From an optimization exercise on the open Yosys and OpenROAD flow, aimed at small area and a short achievable clock period; shortcuts taken in it are not production practice.
Function was checked by simulation only, so behaviour that the tests miss may differ from the original.
Power and IR drop assume default switching activity.

== old ==
==> flow/design.v <==
package tawas_isa_pkg;
  typedef enum logic [3:0] {
    op_nop  = 4'd0,
    op_ldi  = 4'd1,
    op_add  = 4'd2,
    op_sub  = 4'd3,
    op_and  = 4'd4,
    op_or   = 4'd5,
    op_xor  = 4'd6,
    op_shl  = 4'd7,
    op_ld   = 4'd8,
    op_st   = 4'd9,
    op_bz   = 4'd10,
    op_bnz  = 4'd11,
    op_halt = 4'd12
  } tawas_op_e;
  typedef logic [2:0] reg_sel_t;
  typedef logic [15:0] imm_t;
  typedef struct packed {
    tawas_op_e  op;
    reg_sel_t   rd;
    reg_sel_t   ra;
    reg_sel_t   rb;
    logic [2:0] rsvd;
    imm_t       imm;
  } tawas_instr_t;
endpackage
package tawas_pipe_pkg;
  typedef logic [1:0] slice_t;
  typedef enum logic {
    ls_load  = 1'b0,
    ls_store = 1'b1
  } ls_kind_e;
endpackage
module tawas_rdsel
(
  input  logic [2:0] sel,
  output logic [7:0] onehot
);
  assign onehot = 8'd1 << sel;
endmodule
module tawas_rdmux
(
  input  logic [255:0] bank,
  input  logic [7:0]   onehot,
  output logic [31:0]  q
);
  always_comb begin
    q = '0;
    for (int k = 0; k < 8; k++) begin
      q = q | (bank[k*32 +: 32] & {32{onehot[k]}});
    end
  end
endmodule
module tawas_alu
(
  input  logic [31:0] a,
  input  logic [31:0] b,
  input  logic        sub,
  input  logic        arith,
  input  logic        op_and,
  input  logic        op_or,
  input  logic        op_xor,
  input  logic        op_shl,
  input  logic        op_ldi,
  output logic [31:0] result
);
  logic [32:0] sum;
  assign sum = {a, 1'b1} + {b, sub};
  always_comb begin
    result = '0;
    if (arith)  result = result | sum[32:1];
    if (op_and) result = result | (a & b);
    if (op_or)  result = result | (a | b);
    if (op_xor) result = result | (a ^ b);
    if (op_shl) result = result | (a << b[4:0]);
    if (op_ldi) result = result | b;
  end
endmodule
module tawas_agen
(
  input  logic [31:0] a,
  input  logic [15:0] imm,
  output logic [15:0] lo,
  output logic        c16,
  output logic [15:0] hi0,
  output logic [15:0] hi1
);
  logic [15:0] a_hi, a_inc, a_dec;
  assign {c16, lo} = {1'b0, a[15:0]} + {1'b0, imm};
  assign a_hi  = a[31:16];
  assign a_inc = a_hi + 16'd1;
  assign a_dec = a_hi - 16'd1;
  assign hi0   = imm[15] ? a_dec : a_hi;
  assign hi1   = imm[15] ? a_hi : a_inc;
endmodule
module tawas
(
  input  logic                      clk,
  input  logic                      reset,
  output logic [24-1:0]    iaddr,
  input  logic [31:0]               idata,
  output logic [31:0]               daddr,
  output logic                      dcs,
  output logic                      dwr,
  output logic [31:0]               dout,
  input  logic [31:0]               din,
  output logic [4-1:0] halted
);
  localparam int PW = 24;
  logic [1:0] slice;
  logic [1:0] dec_slice;
  logic       dec_vld;
  logic [255:0] bank0, bank1, bank2, bank3;
  logic [2:0]   clr;                         
  logic         z0, z1, z2, z3;
  logic [PW-1:0] pc0, pc1, pc2, pc3;
  logic [3:0]  op;
  logic [2:0]  rd, ra, rb;
  logic [15:0] imm;
  assign op  = idata[31:28];
  assign rd  = idata[27:25];
  assign ra  = idata[24:22];
  assign rb  = idata[21:19];
  assign imm = idata[15:0];
  logic [31:0] ra_data, rb_data;
  logic [7:0] ra_oh, rb_oh;
  tawas_rdsel rdsel_a (.sel(ra), .onehot(ra_oh));
  tawas_rdsel rdsel_b (.sel(rb), .onehot(rb_oh));
  tawas_rdmux rdmux_a (.bank(bank0), .onehot(ra_oh), .q(ra_data));
  tawas_rdmux rdmux_b (.bank(bank0), .onehot(rb_oh), .q(rb_data));
  logic [15:0] d_lo, d_hi0, d_hi1;
  logic        d_c16;
  tawas_agen agen (.a(ra_data), .imm(imm), .lo(d_lo), .c16(d_c16), .hi0(d_hi0), .hi1(d_hi1));
  logic [PW-1:0] d_pc_next;
  always_comb begin
    if (d_taken)
      d_pc_next = pc1 + {{(PW-16){imm[15]}}, imm};
    else if (dec_vld && !d_halt)
      d_pc_next = pc1 + PW'(1);
    else
      d_pc_next = pc1;
  end
  logic d_ldi, d_add, d_sub, d_and, d_or, d_xor, d_shl, d_ld, d_st, d_halt, d_taken;
  assign d_ldi  = dec_vld && (op == 4'd1);
  assign d_add  = dec_vld && (op == 4'd2);
  assign d_sub  = dec_vld && (op == 4'd3);
  assign d_and  = dec_vld && (op == 4'd4);
  assign d_or   = dec_vld && (op == 4'd5);
  assign d_xor  = dec_vld && (op == 4'd6);
  assign d_shl  = dec_vld && (op == 4'd7);
  assign d_ld   = dec_vld && (op == 4'd8);
  assign d_st   = dec_vld && (op == 4'd9);
  assign d_halt = dec_vld && (op == 4'd12);
  assign d_taken = dec_vld && (((op == 4'd10) && z0) || ((op == 4'd11) && !z0));
  logic        e_ldi, e_arith, e_sub, e_and, e_or, e_xor, e_shl, e_ld, e_st;
  logic [2:0]  e_rd;
  logic [31:0] e_a, e_b;    
  logic [15:0] e_dlo, e_dhi0, e_dhi1;
  logic        e_dc16;
  always_ff @(posedge clk) begin
    if (reset) begin
      slice     <= 2'd0;
      dec_slice <= 2'd0;
      dec_vld   <= 1'b0;
      halted    <= '0;
      e_ldi     <= 1'b0;
      e_arith   <= 1'b0;
      e_and     <= 1'b0;
      e_or      <= 1'b0;
      e_xor     <= 1'b0;
      e_shl     <= 1'b0;
      e_ld      <= 1'b0;
      e_st      <= 1'b0;
    end else begin
      slice     <= slice + 2'd1;
      dec_slice <= slice;
      dec_vld   <= !halted[slice];
      if (d_halt) halted[dec_slice] <= 1'b1;
      e_ldi     <= d_ldi;
      e_arith   <= d_add || d_sub;
      e_and     <= d_and;
      e_or      <= d_or;
      e_xor     <= d_xor;
      e_shl     <= d_shl;
      e_ld      <= d_ld;
      e_st      <= d_st;
    end
  end
  always_ff @(posedge clk) begin
    e_sub  <= (op == 4'd3);
    e_rd   <= rd;
    e_a    <= ra_data;
    e_b    <= (op == 4'd1) ? {{16{imm[15]}}, imm} : (rb_data ^ {32{op == 4'd3}});
    e_dlo  <= d_lo;
    e_dc16 <= d_c16;
    e_dhi0 <= d_hi0;
    e_dhi1 <= d_hi1;
  end
  assign dcs   = e_ld || e_st;
  assign dwr   = e_st;
  assign daddr = {e_dc16 ? e_dhi1 : e_dhi0, e_dlo};
  assign dout  = e_b;
  logic [31:0] result;
  tawas_alu alu (
    .a(e_a), .b(e_b), .sub(e_sub), .arith(e_arith), .op_and(e_and), .op_or(e_or),
    .op_xor(e_xor), .op_shl(e_shl), .op_ldi(e_ldi), .result(result)
  );
  logic        w_we, w_ld, w_z;
  logic [2:0]  w_rd;
  logic [31:0] w_res;
  always_ff @(posedge clk) begin
    if (reset) begin
      w_we <= 1'b0;
      w_ld <= 1'b0;
      w_z  <= 1'b0;
    end else begin
      w_we <= e_ldi || e_arith || e_and || e_or || e_xor || e_shl || e_ld;
      w_ld <= e_ld;
      w_z  <= e_arith || e_and || e_or || e_xor || e_shl;
    end
  end
  always_ff @(posedge clk) begin
    w_rd   <= e_rd;
    w_res  <= result;
  end
  logic [31:0] wdata;
  assign wdata = w_ld ? din : w_res;
  logic clearing;
  assign clearing = reset || clr[0];
  always_ff @(posedge clk) begin
    bank0 <= bank3;
    bank1 <= bank0;
    bank2 <= bank1;
    for (int r = 0; r < 8; r++) begin
      if (w_we && !reset && (w_rd == 3'(r)))
        bank3[r*32 +: 32] <= wdata;
      else
        bank3[r*32 +: 32] <= bank2[r*32 +: 32] & {32{!clearing}};
    end
  end
  always_ff @(posedge clk) begin
    if (reset) begin
      clr  <= 3'b111;
      z0   <= 1'b0;
      z1   <= 1'b0;
      z2   <= 1'b0;
      z3   <= 1'b0;
    end else begin
      clr  <= {1'b0, clr[2:1]};
      z0 <= z3;
      z1 <= z0;
      z2 <= z1;
      z3 <= w_z ? (w_res == 32'd0) : z2;
    end
  end
  always_ff @(posedge clk) begin
    if (reset) begin
      pc0 <= PW'(0);
      pc1 <= PW'(3 * 64);
      pc2 <= PW'(2 * 64);
      pc3 <= PW'(1 * 64);
    end else begin
      pc0 <= pc3;
      pc1 <= pc0;
      pc2 <= d_pc_next;
      pc3 <= pc2;
    end
  end
  assign iaddr = pc0;
endmodule
Settings: LEC_CHECK=0, CAP_MARGIN=20, CORE_MARGIN=2, CORE_UTILIZATION=40, SLEW_MARGIN=20, SYNTH_HIERARCHICAL=1, SYNTH_MINIMUM_KEEP_SIZE=0; clock period 10.0 ns.
standard.sh (not shown) runs the stock make flow with config.mk's settings and CLKGATE_MAP_FILE= SYNTH_SCRIPT=/design/flow/synth_recipe.tcl, a recipe that flattens the netlist after the stock synthesis.
==> flow/flow/run.sh <==
#!/bin/bash
set -euo pipefail
export BUFFER_PORTS_ARGS="-buffer_cell sky130_fd_sc_hd__buf_2"
export SETUP_SLACK_MARGIN=6.3
export CTS_ARGS="-sink_clustering_enable -repair_clock_nets -dont_use_dummy_load -sink_clustering_size 24 -sink_clustering_max_diameter 80"
bash standard.sh > standard_flow.log 2>&1
old closes out successfully: all stages finished, all timing, DRC and antenna checks passed.
### old -> new
==> flow/flow/run.sh <==
#!/bin/bash
set -euo pipefail
export BUFFER_PORTS_ARGS="-buffer_cell sky130_fd_sc_hd__buf_2"
export SETUP_SLACK_MARGIN=6.3
export CTS_ARGS="-sink_clustering_enable -repair_clock_nets -dont_use_dummy_load -sink_clustering_size 30 -sink_clustering_max_diameter 60"
bash standard.sh > standard_flow.log 2>&1
==> comparison <==
Changes observed in new relative to old: combinational fraction of design power lower, wire length of the first global-routing pass now sits lower. Area growth from synthesis to final layout down 0.83 points in new wrt old. For power, new and old come out practically identical. Relative to old, post-route standard cell area excluding fillers has decreased by 0.73% in new.

[re-timing with driven ports]
No port has a modelled driver above. Below, the same layouts with a new extraction and two added sets of constraints. Step 1 sets driving cells, clkbuf_16 on the clock port and buf_2 on the other inputs (assumed; they add their load-dependent delay and slew). Step 2 adds t to the input delays and takes it off the output delays; t is the mean of the earliest and latest rising clock arrival at the registers after step 1. Input paths then give back, and output paths get back, about the clock's delay inside the block. Slacks: ideal / step 1 / step 2; pairs: ideal / step 1.
run | shift t [ns] | slack for setup (ns) | worst data-port slew with drivers (ns)
old | 0.723 | 6.026 / 6.010 / 5.287 | 0.10
new | 0.733 | 6.056 / 6.046 / 5.313 | 0.10
After both steps every run listed still meets setup and hold. For new, which loses most, drivers alone change the setup slack by -0.010 ns; drivers and shift together by -0.743 ns.
